From an optimization exercise on the open Yosys and OpenROAD flow, aimed at small area, a short achievable clock period and few clock cycles per item; shortcuts taken in it are not production practice.
No functional check of the RTL was part of any run shown here.
Power is estimated from default activity; no workload was simulated.

==> flow/design.v, too long to show whole: its modules and the start of the top module <==
// module csa_fa: 9 lines
// module csa_ha: 8 lines
// module binary_neuron: 985 lines
module binary_neuron (
    input  logic                    clk,
    input  logic                    reset,
    input  logic                    in_valid,
    output logic                    in_ready,
    input  logic [320:0]            in_req,
    output logic                    out_valid,
    input  logic                    out_ready,
    output logic [9:0]              out_sum
);
  // ...
==> flow/flow/run.sh <==
#!/bin/bash
# The standard layout (standard.sh: ORFS synthesis to final layout), with
# two changes:
#  - the input and output ports are buffered with the smallest buffer,
#    sky130_fd_sc_hd__buf_1, instead of the cell buffer_ports picks by default
#    (clkdlybuf4s50_1); later repair steps may still resize them;
#  - clock tree synthesis adds no dummy loads to the clock tree, and groups
#    the flip-flops into clusters of up to 15 within 75 um for its leaf
#    buffers (instead of searching for a clustering itself).
set -euo pipefail
export BUFFER_PORTS_ARGS="-buffer_cell sky130_fd_sc_hd__buf_1"
export CTS_ARGS="-sink_clustering_enable -repair_clock_nets -buf_list sky130_fd_sc_hd__clkbuf_8 -dont_use_dummy_load -sink_clustering_size 15 -sink_clustering_max_diameter 75"
bash standard.sh > standard_flow.log 2>&1
==> flow/standard.sh <==
#!/bin/bash
# synth_recipe.tcl (not shown) runs the flow's synth.tcl, then flattens the netlist and writes it again
# the make line also repeats each setting of config.mk as NAME=value (left out here)
make -C /OpenROAD-flow-scripts/flow DESIGN_CONFIG=/design/flow/config.mk WORK_HOME=/design/flow/orfs CLKGATE_MAP_FILE= SYNTH_SCRIPT=/design/flow/synth_recipe.tcl "${@:-finish}"
==> flow/config.mk <==
export PLATFORM = sky130hd
export DESIGN_NAME = binary_neuron
export DESIGN_NICKNAME = binary_neuron
export VERILOG_FILES = /design/flow/design.v
export SDC_FILE = /design/flow/constraint.sdc
export NUM_CORES = 4
export LEC_CHECK = 0
export CAP_MARGIN = 20
export CORE_MARGIN = 2
export CORE_UTILIZATION = 40
export CTS_BUF_LIST = sky130_fd_sc_hd__clkbuf_8
export SLEW_MARGIN = 20
export SYNTH_HIERARCHICAL = 1
export SYNTH_MINIMUM_KEEP_SIZE = 0
==> flow/constraint.sdc <==
create_clock -name core_clock -period 6.0 [get_ports {clk}]
set_input_delay 1.2000 -clock core_clock [delete_from_list [all_inputs] [get_ports {clk}]]
set_output_delay 1.2000 -clock core_clock [all_outputs]
set_load 0.01 [all_outputs]
==> impl_metrics.json, run 1 <==
{
  "grt_pass1_vias": 9912,
  "post-route-util_pct": 46.3,
  "fin_crit_ns": 2.54,
  "vias_per_cell": 4.62,
  "power_leader": "combinational cells",
  "hp-start": "r2_s63",
  "fin_setup_tns_ns": 0,
  "syn_to_final_growth_pct": 14.0,
  "finalMaxSlewViolations": 0,
  "ys_ff_latch": 257,
  "min_period_over_period_pct": 42.4,
  "grt_first_pass_wirelength_mm": 54.6,
  "met2_length_mm": 18.3,
  "dieArea_sq_um": 38600,
  "hp-class": "register to register",
  "nNetsFinal": 2136,
  "seq_power_mw": 2.94,
  "htree_num_levels": 1,
  "cpPeakStageDelay_ns": 0.53,
  "internal_power_mw": 4.84,
  "synth.area.mux_share_pct": 0.414,
  "p_per_area_nw_per_um2": 474,
  "outcome": "finished clean",
  "ys_types": 36,
  "cts.path.max_buffers": 3,
  "cts.sinks": 257,
  "path_buf_inv": 1,
  "seq_cell_count": 257,
  "top_layer": "met4"
}
==> run 2, diff against run 1 <==
--- a/flow/design.v
+++ b/flow/design.v
@@ -215,18 +215,18 @@
     wire q3_61 = ~(in_req[76] ^ (~in_req[3] & (in_req[73] | in_req[74] | in_req[75])));
     wire p1_62 = in_req[70] ^ (~in_req[2] & in_req[69]);
     wire p2_62 = in_req[71] ^ (~in_req[2] & (in_req[69] | in_req[70]));
     wire q3_62 = ~(in_req[72] ^ (~in_req[2] & (in_req[69] | in_req[70] | in_req[71])));
     wire p1_63 = in_req[66] ^ (~in_req[1] & in_req[65]);
     wire p2_63 = in_req[67] ^ (~in_req[1] & (in_req[65] | in_req[66]));
     wire q3_63 = ~(in_req[68] ^ (~in_req[1] & (in_req[65] | in_req[66] | in_req[67])));
     logic r1_s39, r1_s41, r1_s43, r1_s45, r1_s47, r1_s49, r1_s51, r1_s53, r1_s55, r1_s107, r1_c44, r1_c46, r1_c48, r1_c50, r1_c52, r1_c54, r1_c56, r1_s109, r1_s111, r1_s113, r1_s115, r1_s117, r1_s119, r1_s121, r1_s123, r1_s125, r1_s127, r1_s129, r1_s131, r1_s133, r1_s135, r1_c110, r1_c112, r1_c114, r1_c116, r1_c118, r1_c120, r1_c122, r1_s161, r1_s163, r1_s165, r1_s167, r1_s169, r1_s171, r1_s173, r1_s175, r1_s177, r1_s179, r1_s181, r1_s183, r1_s185, r1_s187, r1_s189, r1_s191, r1_s193, r1_s195, r1_s197, r1_s199, r1_s201, r1_c124, r1_c126, r1_c128, r1_c130, r1_c132, r1_c134, r1_c136, r1_s203, r1_s205, r1_s207, r1_s209, r1_s211, r1_s213, r1_s215, r1_s217, r1_c200, r1_c202, r1_s273, r1_s275, r1_s277, r1_s279, r1_s281, r1_s283, r1_s285, r1_s287, r1_s289, r1_s291, r1_s293, r1_s295, r1_s297, r1_s299, r1_s301, r1_s303, r1_s305, r1_s307, r1_s309, r1_s311, r1_s313, r1_c204, r1_c206, r1_c208, r1_c210, r1_c212, r1_c214, r1_c216, r1_c218, r1_s315, r1_s317, r1_s319, r1_s321, r1_s323, r1_s325, r1_s327, r1_c314, r1_c316, r1_c318, r1_c320, r1_c322, r1_c324, r1_c326, r1_c328, r1_s393, r1_s395, r1_s397, r1_s399, r1_s401, r1_s403, r1_s405, r1_c394, r1_c396, r1_c398, r1_c400, r1_c402, r1_c404, r1_c406;
-    logic r2_s265, r2_s267, r2_s269, r2_s379, r2_c268, r2_c270, r2_s381, r2_s383, r2_s385, r2_s433, r2_s435, r2_c382, r2_c384, r2_c386, r2_s437, r2_s439, r2_s441, r2_c438, r2_c440, r2_s467, r2_c442, r2_s469, r2_s471, r2_s485, r2_c468, r2_c470, r2_c472, r2_s487, r2_c488, r2_s497, r2_c498, r2_s63, r2_s157, r2_s159;
-    logic r3_s477, r3_c452, r3_s479, r3_c478, r3_s493, r3_c480, r3_s63, r3_s157, r3_s271, r3_s391, r3_s451, r3_s501, r3_c502, r3_c504, r3_s159, r3_s503;
+    logic r2_c160, r2_s261, r2_s263, r2_s265, r2_s267, r2_c264, r2_s371, r2_c266, r2_s373, r2_s375, r2_s377, r2_s379, r2_c268, r2_s381, r2_s429, r2_c380, r2_s431, r2_s433, r2_s435, r2_c382, r2_s437, r2_s439, r2_c436, r2_s463, r2_s465, r2_c438, r2_c440, r2_s467, r2_s469, r2_s485, r2_c468, r2_c470, r2_s487, r2_c488, r2_s497, r2_c498, r2_s63, r2_s157, r2_s159;
+    logic r3_s447, r3_c392, r3_s449, r3_c448, r3_s475, r3_c450, r3_s477, r3_c478, r3_s493, r3_c492, r3_s499, r3_c494, r3_s63, r3_s157, r3_s271, r3_s391, r3_s503, r3_c504, r3_s159;
     wire s1 = ~(in_req[317] ^ in_req[313]);
     wire c2 = in_req[317] | in_req[313];
     wire s3, c4;
     csa_fa u_s3 (.a(in_req[309]), .b(in_req[305]), .c(in_req[301]), .s(s3), .co(c4));
     wire s5, c6;
     csa_fa u_s5 (.a(in_req[297]), .b(in_req[293]), .c(in_req[289]), .s(s5), .co(c6));
     wire s7, c8;
     csa_fa u_s7 (.a(in_req[285]), .b(in_req[281]), .c(in_req[277]), .s(s7), .co(c8));
@@ -486,19 +486,19 @@
     csa_fa u_s261 (.a(s245), .b(c152), .c(c154), .s(s261), .co(c262));
     wire s263, c264;
     csa_fa u_s263 (.a(c156), .b(s247), .c(s249), .s(s263), .co(c264));
     wire s265, c266;
     csa_fa u_s265 (.a(s251), .b(s253), .c(s255), .s(s265), .co(c266));
     wire s267, c268;
     csa_fa u_s267 (.a(s257), .b(s259), .c(c158), .s(s267), .co(c268));
     wire s269, c270;
-    csa_fa u_s269 (.a(c160), .b(s261), .c(s263), .s(s269), .co(c270));
+    csa_fa u_s269 (.a(r2_c160), .b(r2_s261), .c(r2_s263), .s(s269), .co(c270));
     wire s271, c272;
-    csa_fa u_s271 (.a(r2_s265), .b(r2_s267), .c(r2_s269), .s(s271), .co(c272));
+    csa_fa u_s271 (.a(r2_s265), .b(r2_s267), .c(s269), .s(s271), .co(c272));
     wire s273 = ~(q3_0 ^ q3_1);
     wire c274 = q3_0 | q3_1;
     wire s275, c276;
     csa_fa u_s275 (.a(q3_2), .b(q3_3), .c(q3_4), .s(s275), .co(c276));
     wire s277, c278;
     csa_fa u_s277 (.a(q3_5), .b(q3_6), .c(q3_7), .s(s277), .co(c278));
     wire s279, c280;
     csa_fa u_s279 (.a(q3_8), .b(q3_9), .c(q3_10), .s(s279), .co(c280));
@@ -600,25 +600,25 @@
     csa_fa u_s375 (.a(c258), .b(c260), .c(s353), .s(s375), .co(c376));
     wire s377, c378;
     csa_fa u_s377 (.a(s355), .b(s357), .c(s359), .s(s377), .co(c378));
     wire s379, c380;
     csa_fa u_s379 (.a(s361), .b(s363), .c(s365), .s(s379), .co(c380));
     wire s381, c382;
     csa_fa u_s381 (.a(s367), .b(s369), .c(c262), .s(s381), .co(c382));
     wire s383, c384;
-    csa_fa u_s383 (.a(c264), .b(s371), .c(c266), .s(s383), .co(c384));
+    csa_fa u_s383 (.a(r2_c264), .b(r2_s371), .c(r2_c266), .s(s383), .co(c384));
     wire s385, c386;
-    csa_fa u_s385 (.a(s373), .b(s375), .c(s377), .s(s385), .co(c386));
+    csa_fa u_s385 (.a(r2_s373), .b(r2_s375), .c(r2_s377), .s(s385), .co(c386));
     wire s387, c388;
-    csa_fa u_s387 (.a(r2_s379), .b(r2_c268), .c(r2_c270), .s(s387), .co(c388));
+    csa_fa u_s387 (.a(r2_s379), .b(r2_c268), .c(r2_s381), .s(s387), .co(c388));
     wire s389, c390;
-    csa_fa u_s389 (.a(r2_s381), .b(r2_s383), .c(r2_s385), .s(s389), .co(c390));
+    csa_fa u_s389 (.a(c270), .b(s383), .c(s385), .s(s389), .co(c390));
     wire s391, c392;
-    csa_fa u_s391 (.a(c272), .b(s389), .c(s387), .s(s391), .co(c392));
+    csa_fa u_s391 (.a(s387), .b(c272), .c(s389), .s(s391), .co(c392));
     wire s393 = ~(c274 ^ c276);
     wire c394 = c274 | c276;
     wire s395, c396;
     csa_fa u_s395 (.a(c278), .b(c280), .c(c282), .s(s395), .co(c396));
     wire s397, c398;
     csa_fa u_s397 (.a(c284), .b(c286), .c(c288), .s(s397), .co(c398));
     wire s399, c400;
     csa_fa u_s399 (.a(c290), .b(c292), .c(c294), .s(s399), .co(c400));
@@ -658,27 +658,27 @@
     csa_fa u_s433 (.a(c368), .b(c370), .c(s417), .s(s433), .co(c434));
     wire s435, c436;
     csa_fa u_s435 (.a(s419), .b(s421), .c(s423), .s(s435), .co(c436));
     wire s437, c438;
     csa_fa u_s437 (.a(s425), .b(c372), .c(c374), .s(s437), .co(c438));
     wire s439, c440;
     csa_fa u_s439 (.a(c376), .b(c378), .c(s427), .s(s439), .co(c440));
     wire s441, c442;
-    csa_fa u_s441 (.a(s429), .b(c380), .c(s431), .s(s441), .co(c442));
+    csa_fa u_s441 (.a(r2_s429), .b(r2_c380), .c(r2_s431), .s(s441), .co(c442));
     wire s443, c444;
     csa_fa u_s443 (.a(r2_s433), .b(r2_s435), .c(r2_c382), .s(s443), .co(c444));
     wire s445, c446;
-    csa_fa u_s445 (.a(r2_c384), .b(r2_c386), .c(r2_s437), .s(s445), .co(c446));
+    csa_fa u_s445 (.a(r2_s437), .b(r2_s439), .c(c384), .s(s445), .co(c446));
     wire s447, c448;
-    csa_fa u_s447 (.a(r2_s439), .b(r2_s441), .c(c390), .s(s447), .co(c448));
+    csa_fa u_s447 (.a(c386), .b(c388), .c(s441), .s(s447), .co(c448));
     wire s449, c450;
-    csa_fa u_s449 (.a(c388), .b(s443), .c(s445), .s(s449), .co(c450));
+    csa_fa u_s449 (.a(s443), .b(c390), .c(s445), .s(s449), .co(c450));
     wire s451, c452;
-    csa_fa u_s451 (.a(s447), .b(c392), .c(s449), .s(s451), .co(c452));
+    csa_fa u_s451 (.a(r3_s447), .b(r3_c392), .c(r3_s449), .s(s451), .co(c452));
     wire s453 = ~(r1_c394 ^ r1_c396);
     wire c454 = r1_c394 | r1_c396;
     wire s455, c456;
     csa_fa u_s455 (.a(r1_c398), .b(r1_c400), .c(r1_c402), .s(s455), .co(c456));
     wire s457, c458;
     csa_fa u_s457 (.a(r1_c404), .b(r1_c406), .c(c408), .s(s457), .co(c458));
     wire s459, c460;
     csa_fa u_s459 (.a(c410), .b(c412), .c(c414), .s(s459), .co(c460));
@@ -688,51 +688,51 @@
     csa_fa u_s463 (.a(c418), .b(c420), .c(c422), .s(s463), .co(c464));
     wire s465, c466;
     csa_fa u_s465 (.a(c424), .b(c426), .c(s457), .s(s465), .co(c466));
     wire s467, c468;
     csa_fa u_s467 (.a(s459), .b(s461), .c(c428), .s(s467), .co(c468));
     wire s469, c470;
     csa_fa u_s469 (.a(c430), .b(c432), .c(c434), .s(s469), .co(c470));
     wire s471, c472;
-    csa_fa u_s471 (.a(c436), .b(s463), .c(s465), .s(s471), .co(c472));
+    csa_fa u_s471 (.a(r2_c436), .b(r2_s463), .c(r2_s465), .s(s471), .co(c472));
     wire s473, c474;
     csa_fa u_s473 (.a(r2_c438), .b(r2_c440), .c(r2_s467), .s(s473), .co(c474));
     wire s475, c476;
-    csa_fa u_s475 (.a(r2_c442), .b(r2_s469), .c(r2_s471), .s(s475), .co(c476));
+    csa_fa u_s475 (.a(r2_s469), .b(c442), .c(c444), .s(s475), .co(c476));
     wire s477, c478;
-    csa_fa u_s477 (.a(s475), .b(c444), .c(c446), .s(s477), .co(c478));
+    csa_fa u_s477 (.a(s471), .b(s473), .c(c446), .s(s477), .co(c478));
     wire s479, c480;
-    csa_fa u_s479 (.a(c448), .b(s473), .c(c450), .s(s479), .co(c480));
+    csa_fa u_s479 (.a(r3_c448), .b(r3_s475), .c(r3_c450), .s(s479), .co(c480));
     wire s481, c482;
-    csa_fa u_s481 (.a(r3_s477), .b(r3_c452), .c(r3_s479), .s(s481), .co(c482));
+    csa_fa u_s481 (.a(r3_s477), .b(c452), .c(s479), .s(s481), .co(c482));
     wire s483 = ~(c454 ^ c456);
     wire c484 = c454 | c456;
     wire s485, c486;
     csa_fa u_s485 (.a(c458), .b(c460), .c(c462), .s(s485), .co(c486));
     wire s487, c488;
     csa_fa u_s487 (.a(s483), .b(c464), .c(c466), .s(s487), .co(c488));
     wire s489, c490;
     csa_fa u_s489 (.a(r2_s485), .b(r2_c468), .c(r2_c470), .s(s489), .co(c490));
     wire s491, c492;
-    csa_fa u_s491 (.a(r2_c472), .b(r2_s487), .c(c476), .s(s491), .co(c492));
+    csa_fa u_s491 (.a(r2_s487), .b(c472), .c(c474), .s(s491), .co(c492));
     wire s493, c494;
-    csa_fa u_s493 (.a(c474), .b(s489), .c(s491), .s(s493), .co(c494));
+    csa_fa u_s493 (.a(s489), .b(c476), .c(s491), .s(s493), .co(c494));
     wire s495, c496;
-    csa_fa u_s495 (.a(r3_c478), .b(r3_s493), .c(r3_c480), .s(s495), .co(c496));
+    csa_fa u_s495 (.a(r3_c478), .b(r3_s493), .c(c480), .s(s495), .co(c496));
     wire s497 = ~(c484 ^ c486);
     wire c498 = c484 | c486;
     wire s499, c500;
     csa_fa u_s499 (.a(r2_c488), .b(r2_s497), .c(c490), .s(s499), .co(c500));
     wire s501, c502;
-    csa_fa u_s501 (.a(c492), .b(c494), .c(s499), .s(s501), .co(c502));
+    csa_fa u_s501 (.a(r3_c492), .b(r3_s499), .c(r3_c494), .s(s501), .co(c502));
     wire s503 = ~(r2_c498 ^ c500);
     wire c504 = r2_c498 | c500;
-    wire [9:0] row_a = {r3_c504, r3_c502, r3_s501, c482, s481, r3_s451, r3_s391, r3_s271, r3_s157, r3_s63};
-    wire [9:0] row_b = {1'b0, r3_s503, c496, s495, 1'b0, 1'b0, 1'b0, 1'b0, r3_s159, 1'b0};
+    wire [9:0] row_a = {r3_c504, r3_s503, s501, c482, s481, s451, r3_s391, r3_s271, r3_s157, r3_s63};
+    wire [9:0] row_b = {1'b0, c502, c496, s495, 1'b0, 1'b0, 1'b0, 1'b0, r3_s159, 1'b0};
     wire [9:0] total = row_a + row_b;
     logic         accept, pop;
     logic [4:0] pending, pending_next;
     assign accept = in_valid && in_ready;
     assign pop    = out_valid && out_ready;
     always_comb begin
         case ({accept, pop})
             2'b10:   pending_next = {pending[3:0], 1'b1};
@@ -889,98 +889,102 @@
         r1_c396 <= c396;
         r1_c398 <= c398;
         r1_c400 <= c400;
         r1_c402 <= c402;
         r1_c404 <= c404;
         r1_c406 <= c406;
     end
     always_ff @(posedge clk) begin
+        r2_c160 <= c160;
+        r2_s261 <= s261;
+        r2_s263 <= s263;
         r2_s265 <= s265;
         r2_s267 <= s267;
-        r2_s269 <= s269;
+        r2_c264 <= c264;
+        r2_s371 <= s371;
+        r2_c266 <= c266;
+        r2_s373 <= s373;
+        r2_s375 <= s375;
+        r2_s377 <= s377;
         r2_s379 <= s379;
         r2_c268 <= c268;
-        r2_c270 <= c270;
         r2_s381 <= s381;
-        r2_s383 <= s383;
-        r2_s385 <= s385;
+        r2_s429 <= s429;
+        r2_c380 <= c380;
+        r2_s431 <= s431;
         r2_s433 <= s433;
         r2_s435 <= s435;
         r2_c382 <= c382;
-        r2_c384 <= c384;
-        r2_c386 <= c386;
         r2_s437 <= s437;
         r2_s439 <= s439;
-        r2_s441 <= s441;
+        r2_c436 <= c436;
+        r2_s463 <= s463;
+        r2_s465 <= s465;
         r2_c438 <= c438;
         r2_c440 <= c440;
         r2_s467 <= s467;
-        r2_c442 <= c442;
         r2_s469 <= s469;
-        r2_s471 <= s471;
         r2_s485 <= s485;
         r2_c468 <= c468;
         r2_c470 <= c470;
-        r2_c472 <= c472;
         r2_s487 <= s487;
         r2_c488 <= c488;
         r2_s497 <= s497;
         r2_c498 <= c498;
         r2_s63 <= s63;
         r2_s157 <= s157;
         r2_s159 <= s159;
     end
     always_ff @(posedge clk) begin
+        r3_s447 <= s447;
+        r3_c392 <= c392;
+        r3_s449 <= s449;
+        r3_c448 <= c448;
+        r3_s475 <= s475;
+        r3_c450 <= c450;
         r3_s477 <= s477;
-        r3_c452 <= c452;
-        r3_s479 <= s479;
         r3_c478 <= c478;
         r3_s493 <= s493;
-        r3_c480 <= c480;
+        r3_c492 <= c492;
+        r3_s499 <= s499;
+        r3_c494 <= c494;
         r3_s63 <= r2_s63;
         r3_s157 <= r2_s157;
         r3_s271 <= s271;
         r3_s391 <= s391;
-        r3_s451 <= s451;
-        r3_s501 <= s501;
-        r3_c502 <= c502;
+        r3_s503 <= s503;
         r3_c504 <= c504;
         r3_s159 <= r2_s159;
-        r3_s503 <= s503;
     end
     logic [9:0]      q_data [0:3];
     logic [3:0]    q_wr, q_rd, q_occ;
     logic [9:0]      q_head;
     logic            q_empty;
     logic            result;        
     logic            head_load;     
     logic            q_push, q_pull;
     assign result    = stage_valid[3];
     assign q_empty   = !q_occ[0];
     assign head_load = !out_valid || out_ready;
     assign q_pull    = head_load && !q_empty;
     assign q_push    = result && !(head_load && q_empty);
-    logic [3:0]    q_occ_next;
-    logic            q_empty_sel;   
-    logic [3:0]    occ_if_load, occ_if_hold;
-    assign occ_if_hold = result ? {q_occ[2:0], 1'b1} : q_occ;
-    assign occ_if_load = (result || q_empty) ? q_occ : {1'b0, q_occ[3:1]};
-    assign q_occ_next  = head_load ? occ_if_load : occ_if_hold;
     always_ff @(posedge clk) begin
         if (reset) begin
-            q_wr        <= 4'd1;
-            q_rd        <= 4'd1;
-            q_occ       <= '0;
-            q_empty_sel <= 1'b1;
+            q_wr  <= 4'd1;
+            q_rd  <= 4'd1;
+            q_occ <= '0;
         end else begin
             if (q_push) q_wr <= {q_wr[2:0], q_wr[3]};
             if (q_pull) q_rd <= {q_rd[2:0], q_rd[3]};
-            q_occ       <= q_occ_next;
-            q_empty_sel <= !q_occ_next[0];
+            case ({q_push, q_pull})
+                2'b10:   q_occ <= {q_occ[2:0], 1'b1};
+                2'b01:   q_occ <= {1'b0, q_occ[3:1]};
+                default: ;
+            endcase
         end
     end
     always_ff @(posedge clk) begin
         for (int i = 0; i < 4; i++) begin
             if (q_push && q_wr[i]) q_data[i] <= total;
         end
     end
     always_comb begin
@@ -993,12 +997,12 @@
         if (reset) begin
             out_valid <= 1'b0;
         end else if (head_load) begin
             out_valid <= !q_empty || result;
         end
     end
     always_ff @(posedge clk) begin
         if (head_load) begin
-            out_sum <= q_empty_sel ? total : q_head;
+            out_sum <= q_empty ? total : q_head;
         end
     end
 endmodule
==> flow/flow/run.sh (replaced) <==
#!/bin/bash
# The standard layout (standard.sh: ORFS synthesis to final layout), with
# two changes:
#  - the input and output ports are buffered with the smallest buffer,
#    sky130_fd_sc_hd__buf_1, instead of the cell buffer_ports picks by default
#    (clkdlybuf4s50_1); later repair steps may still resize them;
#  - clock tree synthesis adds no dummy loads to the clock tree.
set -euo pipefail
export BUFFER_PORTS_ARGS="-buffer_cell sky130_fd_sc_hd__buf_1"
export CTS_ARGS="-sink_clustering_enable -repair_clock_nets -buf_list sky130_fd_sc_hd__clkbuf_8 -dont_use_dummy_load"
bash standard.sh > standard_flow.log 2>&1
==> run 2 against run 1 <==
Compared with the run above:
- wire length decreased by 1.8%
- cell area up 2.4%
- cell count rose by 1.1%
- critical path depth is 2 higher
- area after synthesis up 0.41%
- first-iteration DRC count decreased by 18%
- combinational power fell by 3%
- via count rose by 1.4%
- flip-flop and latch count rose by 7
- total power increased by 5.7%
- still clean on timing, DRC and antenna
- clock skew grew 0.0078 ns
- highest routed layer unchanged
==> impl_metrics.json, run 2 <==
{
  "place_inst": 1996,
  "mostFrequentLayoutCell": "buf_1",
  "core-area_sq_um": 36600,
  "grt_first_pass_wirelength_mm": 53.6,
  "htree_num_levels": 2,
  "synthTopCellsByCount": "243 x fa_1, 215 x nor2_1, 214 x dfxtp_1",
  "syn_to_final_growth_pct": 16.2,
  "synthArstFlopShare_pct": 0,
  "die_x_microns": 197,
  "yosysSeqAreaShare_pct": 38.9,
  "design.portCount": 337,
  "finalMaxSlewViolations": 0,
  "vias_per_cell": 4.63,
  "yosysMostFrequentCell": "fa_1",
  "nNetsFinal": 2159,
  "fin_area_sq_um": 17300,
  "synth-simple-area-share_pct": 11.4,
  "top_usage_layer": "met2",
  "tritoncts": "built",
  "die_h_microns": 197,
  "cts.sinks": 264,
  "power.switching_mw": 3.21,
  "rsz0062_at_grt": "no",
  "dieArea_sq_um": 38800,
  "grt_max_degree": 25,
  "hp-class": "register to register",
  "outcome": "finished clean",
  "ir_drop_mv": 0.282,
  "met3_usage_pct": 2.55,
  "p_total_mw": 8.46,
  "min_period_over_period_pct": 44.9,
  "drc": 0,
  "largest_register": "q_data",
  "synthAdderAreaFrac_pct": 34.1,
  "yosysTopAreaCell": "fa_1",
  "use_met2_pct": 34.9,
  "synth_nets": 1787,
  "initial_core_util_pct": 40.7,
  "drive_gt1_share_pct": 3.31,
  "hold_slack_ns": 0.324,
  "p_comb_share_pct": 48.7,
  "maxCapViolCount": 0,
  "clk_latency_ns": 0.54,
  "synth_area_per_cell_sq_um": 12.4,
  "synth_edf_count": 50,
  "drt_pass1_iterations": 4,
  "ctsResizeCount": 0,
  "critPathLaunchType": "register",
  "worst_pin_slew_ns": 0.886,
  "crit_required_ns": 6.23,
  "ys_types": 33,
  "finalSetupViolCount": 0,
  "critPathMaxFanout": 5,
  "cts_buffers": 44,
  "vias": 9448,
  "maxSlewHeadroom_pct": 41.0,
  "synth_xor_area_share_pct": 11.7,
  "wl_mm": 34.5,
  "ys_ff_latch": 264,
  "synth_top_family_by_area": "adder cells",
  "path_class": "register to register",
  "fillCellCount": 3333,
  "p_per_area_nw_per_um2": 489,
  "row_count": 70,
  "grt_pass1_vias": 10200,
  "synth_compound_gate_area_share_pct": 2.63,
  "largest_reg_flops": 40,
  "port-buffer-count": 336,
  "fin_crit_ns": 2.69,
  "fin_setup_tns_ns": 0,
  "final_cell_mix": "336 x buf_1, 243 x fa_1, 215 x nor2_1",
  "internal_power_mw": 5.26,
  "syn_area_sq_um": 14900,
  "clock-skew-final_ns": 0.0559,
  "largestRegisters": "q_data x40, out_sum x10, pending x5",
  "antenna_found_initial": 0,
  "synth.area.mux_share_pct": 0.134,
  "p_clk_share_pct": 14.8,
  "cp_data_arrival_time_ns": 2.93,
  "fmax_mhz": 371,
  "cts.path.max_buffers": 3,
  "worstSetupEndpointType": "register",
  "synthFlopType": "dfxtp_1",
  "leakagePower_nw": 6.41,
  "diodes": 0,
  "post-dp-hpwl_mm": 29.9,
  "post_cts_buffers": 0,
  "drtIter0Drc": 275,
  "syn_inst": 1202,
  "clockRootBuffer": "clkbuf_8",
  "grt_use_met1_pct": 21.6,
  "clk_pin_slew_ns": 0.06,
  "hold_violations": 0,
  "yosysTopAreaCellShare_pct": 32.7,
  "place_area_sq_um": 16700,
  "yosys_warnings": 8,
  "grt_util_all_layers_pct": 18.2,
  "cts_hold_buf": 0,
  "grt_remaining_overflow": 0,
  "swShare_pct": 37.9,
  "synthTopCellsByArea": "fa_1 33%, dfxtp_1 29%, edfxtp_1 10%",
  "gp_congestion": 0.858,
  "final_cells": 2040,
  "final_antenna_net_count": 0,
  "routedWlPerCell_microns": 16.9,
  "seq_power_share_pct": 36.5
}
==> run 2: cell count changes after synthesis, moves of 4 or more <==
cell,previous run,this run
a21oi_1,10,16
and2_2,4,0
dfxtp_1,207,214
nand3_1,12,7
nor2_1,220,215
o21a_1,6,2
==> run 2: worst paths after layout <==
path | startpoint | to | slack, ns | cells after the start
worst max-delay path | r3_c448 | out_sum[9] | 3.31 | 7
worst min-delay path | r2_s159 | r3_s159 | 0.32 | 0
worst max register to register | r3_c448 | out_sum[9] | 3.31 | 7
worst min register to register | r2_s159 | r3_s159 | 0.32 | 0
==> run 2: kinds of logic (layout without fill, tap and decap cells) <==
kind of cell,after synthesis,count (layout)
simple gates,375,375
mux,2,2
compound gates,57,57
fa+ha+maj,260,260
buf+inv,45,415
flops,264,264
xor+xnor,199,199
==> run 2: layer usage <==
layer,share of wire [%],vias to the layer above,routed length (microns)
met2,55,230,19000
met1,40,4623,13800
li1,-,4557,-
met3,3.8,38,1330
met4,1.3,0,459
met5,0,-,0
==> run 2: area by class of cell <==
| cell class | count | area [sq um] | share of cell area [%] |
|---|---|---|---|
| clock buffer | 44 | 606 | 3.50 |
| tap | 468 | 586 | 3.38 |
| timing repair buffer | 336 | 1260 | 7.29 |
| sequential | 264 | 5790 | 33.4 |
| multi-input combinational | 893 | 8930 | 51.6 |
| inverter | 35 | 131 | 0.759 |
==> run 2: critical path, stage by stage (launching register included) <==
cell and delay [ns]:
dfxtp_1 0.31, fa_1 0.49, fa_1 0.39, ha_1 0.36, and4_1 0.22, a221oi_2 0.23, xnor2_1 0.18, a21o_1 0.23
==> run 2: per-stage QoR <==
step | utilization (%) | setup WS, ns
floorplan | - | 3.37
global placement | 45.6 | 3.01
detailed placement | 45.6 | 2.93
CTS | 47.3 | 3.31
global route | 47.3 | 3.20
finish | 47.3 | 3.31
==> run 2: power by group through the flow <==
stage	Sequential (mW)	Clock [mW]	Combinational [mW]
finish	3.09	1.25	4.12
global placement	3.13	0	4.07
global route	3.16	1.37	4.82
CTS	3.11	1.30	4.23
detailed placement	3.14	0	4.22
floorplan	3.03	0	2.71
==> run 2: modules after synthesis (local to each module, per instance) <==
module / cells inside / copies in the design / cell area (sq um)
binary_neuron: 959 / 1 / 10000
csa_fa: 1 / 243 / 20.0

port drivers added, routing unchanged:
How much do the figures lean on ideal ports? The routed layouts below were timed once more, with nothing changed but the port constraints. Step 1, drivers: a clkbuf_16 drives clk and a buf_2 each remaining input, both assumed. Step 2 moves the port delays by t, midway between the first and last clock arrival at a register: inputs arrive t later, outputs are due t later. That takes back most of the time a late clock gives input paths. a / b / c = no drivers / after step 1 / after step 2; a / b = the first two.
run | t (ns) | slack for setup (ns) | hold slack, ns | cell pins on the clock port's net
run 1 | 0.572 | 3.457 / 3.479 / 2.907 | 0.334 / 0.334 / 0.334 | 1
run 2 | 0.554 | 3.307 / 3.307 / 2.970 | 0.324 / 0.324 / 0.324 | 1
After both steps setup and hold are still met in every run listed. For run 1, which loses most, drivers alone change the setup slack by +0.022 ns; drivers and shift together by -0.550 ns.
